Context: an optimization exercise on an open-source flow, tuned for small area and few clock cycles. The choices shown serve that exercise and are no tape-out recipe. The RTL was checked by simulation tests, not by an equivalence proof against the original design. Power is estimated from default activity; no workload was simulated. No driver is modelled on the clock port, so clocking that relies on it looks cheaper here than on a real chip.

## violet
==> flow/design.v (excerpt) <==
module sdp_rdma_top (
  input  logic        nvdla_core_clk,
  input  logic        nvdla_core_rstn,
  input  logic        csb_req_valid,
  output logic        csb_req_ready,
  input  logic        csb_req_write,
  input  logic [7:0]  csb_req_addr,
  input  logic [31:0] csb_req_wdata,
  output logic        csb_resp_valid,
  output logic        csb_resp_wr_ack,
  output logic [31:0] csb_resp_rdata,
  output logic        src_rd_req_valid,
  input  logic        src_rd_req_ready,
  output logic [31:0] src_rd_req_addr,
  input  logic        src_rd_rsp_valid,
  output logic        src_rd_rsp_ready,
  input  logic [63:0] src_rd_rsp_data,
  output logic        bs_rd_req_valid,
  input  logic        bs_rd_req_ready,
  output logic [31:0] bs_rd_req_addr,
  input  logic        bs_rd_rsp_valid,
  output logic        bs_rd_rsp_ready,
  input  logic [63:0] bs_rd_rsp_data,
  output logic        mrdma2cmux_valid,
  input  logic        mrdma2cmux_ready,
  output logic [63:0] mrdma2cmux_data,
  output logic        mrdma2cmux_last,
  output logic        brdma2dp_valid,
  input  logic        brdma2dp_ready,
  output logic [63:0] brdma2dp_data,
  output logic        brdma2dp_last
);
==> flow/config.mk <==
export PLATFORM = sky130hd
export DESIGN_NAME = sdp_rdma_top
export DESIGN_NICKNAME = sdp_rdma_top
export VERILOG_FILES = /design/flow/design.v
export SDC_FILE = /design/flow/constraint.sdc
export NUM_CORES = 4
export LEC_CHECK = 0
export CAP_MARGIN = 5
export CORE_MARGIN = 2
export CORE_UTILIZATION = 75
export SLEW_MARGIN = 5
==> flow/constraint.sdc <==
create_clock -name core_clock -period 5.0 [get_ports {nvdla_core_clk}]
set_input_delay 1.0000 -clock core_clock [delete_from_list [all_inputs] [get_ports {nvdla_core_clk}]]
set_output_delay 1.0000 -clock core_clock [all_outputs]
set_load 0.01 [all_outputs]
standard.sh (not shown) runs the stock make flow with config.mk's settings and CLKGATE_MAP_FILE= SYNTH_SCRIPT=/design/flow/synth_recipe.tcl, a recipe that flattens the netlist after the stock synthesis.
==> flow/flow/run.sh <==
#!/bin/bash
# Layout flow: the standard flow (standard.sh, unchanged synthesis) with two
# layout choices of its own:
#  - port buffers are sky130_fd_sc_hd__buf_1 instead of the default pick, so
#    every input and output still gets its own buffer, only a smaller one;
#  - clock tree synthesis without dummy loads, with its own buffer list and
#    sink clustering.
# Every tool's output goes to ORFS's own logs under orfs/logs; make's output
# goes to flow_make.log in the folder the flow runs in.
set -euo pipefail
cd "$(dirname "$0")/.."
bash standard.sh \
  "BUFFER_PORTS_ARGS=-buffer_cell sky130_fd_sc_hd__buf_1" \
  "CTS_ARGS=-sink_clustering_enable -repair_clock_nets -dont_use_dummy_load -buf_list {sky130_fd_sc_hd__clkbuf_16} -sink_clustering_size 30 -sink_clustering_max_diameter 100" \
  finish > flow_make.log 2>&1
Testbench counts of violet, summed over its fixed seeds: cycles 62,552.
Input-level comparison between xenon and violet:
- changing CAP_MARGIN from 5 to 20
- changing CORE_UTILIZATION from 75 to 40
- changing SLEW_MARGIN from 5 to 20
diff --git a/flow/flow/run.sh b/flow/flow/run.sh
--- a/flow/flow/run.sh
+++ b/flow/flow/run.sh
@@ -13,3 +13,3 @@
   "BUFFER_PORTS_ARGS=-buffer_cell sky130_fd_sc_hd__buf_1" \
-  "CTS_ARGS=-sink_clustering_enable -repair_clock_nets -dont_use_dummy_load -buf_list {sky130_fd_sc_hd__clkbuf_16} -sink_clustering_size 30 -sink_clustering_max_diameter 100" \
+  "CTS_ARGS=-sink_clustering_enable -repair_clock_nets -dont_use_dummy_load -buf_list {sky130_fd_sc_hd__clkbuf_4} -sink_clustering_size 10 -sink_clustering_max_diameter 50" \
   finish > flow_make.log 2>&1
==> run summary <==
- | total wire length | xenon vs violet | 11% higher |
- Kind of path behind the tightest hold check: in -> async -> xenon, reg -> reg -> violet
- Vias: xenon fewer than violet
- Looking at design area, xenon sits 740 um^2 above violet.
- What violet reported for final weighted congestion in routability-driven placement has to be multiplied by 0.946 to get the figure for xenon.
Modified inputs, umber compared to xenon
- CORE_UTILIZATION now 65, was 40
diff --git a/flow/flow/run.sh b/flow/flow/run.sh
--- a/flow/flow/run.sh
+++ b/flow/flow/run.sh
@@ -13,3 +13,3 @@
   "BUFFER_PORTS_ARGS=-buffer_cell sky130_fd_sc_hd__buf_1" \
-  "CTS_ARGS=-sink_clustering_enable -repair_clock_nets -dont_use_dummy_load -buf_list {sky130_fd_sc_hd__clkbuf_4} -sink_clustering_size 10 -sink_clustering_max_diameter 50" \
+  "CTS_ARGS=-sink_clustering_enable -repair_clock_nets -dont_use_dummy_load -buf_list {sky130_fd_sc_hd__clkbuf_16} -sink_clustering_size 30 -sink_clustering_max_diameter 100" \
   finish > flow_make.log 2>&1
## What came out
Compared with xenon, umber shows worst slew margin relative to its limit lower by 0.37 points. umber — area added between synthesis and finish 1.8 points lower, xenon as reference. Diff xenon -> umber | combinational power share | decrease of 0.4 points. Overall power was lower in the run labelled umber. Compared with xenon, umber shows total non-filler cell area in the finished layout lower by about 1.6%.
--- input diff umber..maple ---
- CORE_UTILIZATION now 40, was 65
diff --git a/flow/flow/run.sh b/flow/flow/run.sh
--- a/flow/flow/run.sh
+++ b/flow/flow/run.sh
@@ -13,3 +13,3 @@
   "BUFFER_PORTS_ARGS=-buffer_cell sky130_fd_sc_hd__buf_1" \
-  "CTS_ARGS=-sink_clustering_enable -repair_clock_nets -dont_use_dummy_load -buf_list {sky130_fd_sc_hd__clkbuf_16} -sink_clustering_size 30 -sink_clustering_max_diameter 100" \
+  "CTS_ARGS=-sink_clustering_enable -repair_clock_nets -dont_use_dummy_load -buf_list {sky130_fd_sc_hd__clkbuf_8} -sink_clustering_size 16 -sink_clustering_max_diameter 60" \
   finish > flow_make.log 2>&1
Results
maple vs umber: average via count per standard cell down. maple falls short of umber in design area. Worst path buffer plus inverter count was higher in the run labelled maple.
What indigo does differently from maple at the input level:
diff --git a/flow/flow/run.sh b/flow/flow/run.sh
--- a/flow/flow/run.sh
+++ b/flow/flow/run.sh
@@ -13,3 +13,3 @@
   "BUFFER_PORTS_ARGS=-buffer_cell sky130_fd_sc_hd__buf_1" \
-  "CTS_ARGS=-sink_clustering_enable -repair_clock_nets -dont_use_dummy_load -buf_list {sky130_fd_sc_hd__clkbuf_8} -sink_clustering_size 16 -sink_clustering_max_diameter 60" \
+  "CTS_ARGS=-sink_clustering_enable -repair_clock_nets -dont_use_dummy_load -buf_list {sky130_fd_sc_hd__clkbuf_16} -sink_clustering_size 30 -sink_clustering_max_diameter 100" \
   finish > flow_make.log 2>&1
[summary]
- Final design instance area without fill essentially unchanged between indigo and maple.
- Against maple, indigo comes in 0.070 ns lower on shortest clock period the worst path allows after layout.
- indigo: no failed stages, no open violations at the end
- Comparing maple with indigo, the combinational power came out essentially unchanged.

## separate check: timing with driven ports
Ports are ideal in the flow. The routed layouts listed here were re-timed in OpenROAD.
Step 1, drivers: a clkbuf_16 drives nvdla_core_clk and a buf_2 each remaining input, both assumed.
Step 2 adds t to the input delays and takes it off the output delays; t is the mean of the earliest and latest rising clock arrival at the registers after step 1. Input paths then give back, and output paths get back, about the clock's delay inside the block.
a / b / c = no drivers / after step 1 / after step 2; a / b = the first two.
run | t (ns) | setup WS [ns] | worst register clock-pin slew, ns
violet | 0.675 | 0.782 / 0.719 / 0.719 | 0.12 / 0.12
xenon | 0.972 | 0.341 / 0.271 / 0.701 | 0.12 / 0.12
umber | 0.683 | 0.867 / 0.801 / 0.901 | 0.12 / 0.12
maple | 0.729 | 0.422 / 0.353 / 0.708 | 0.11 / 0.11
indigo | 0.630 | 0.492 / 0.423 / 0.774 | 0.12 / 0.12
After both steps setup and hold are still met in every run listed. The setup slack of violet, which loses most, moves by -0.063 ns with the drivers and by -0.063 ns with both steps.
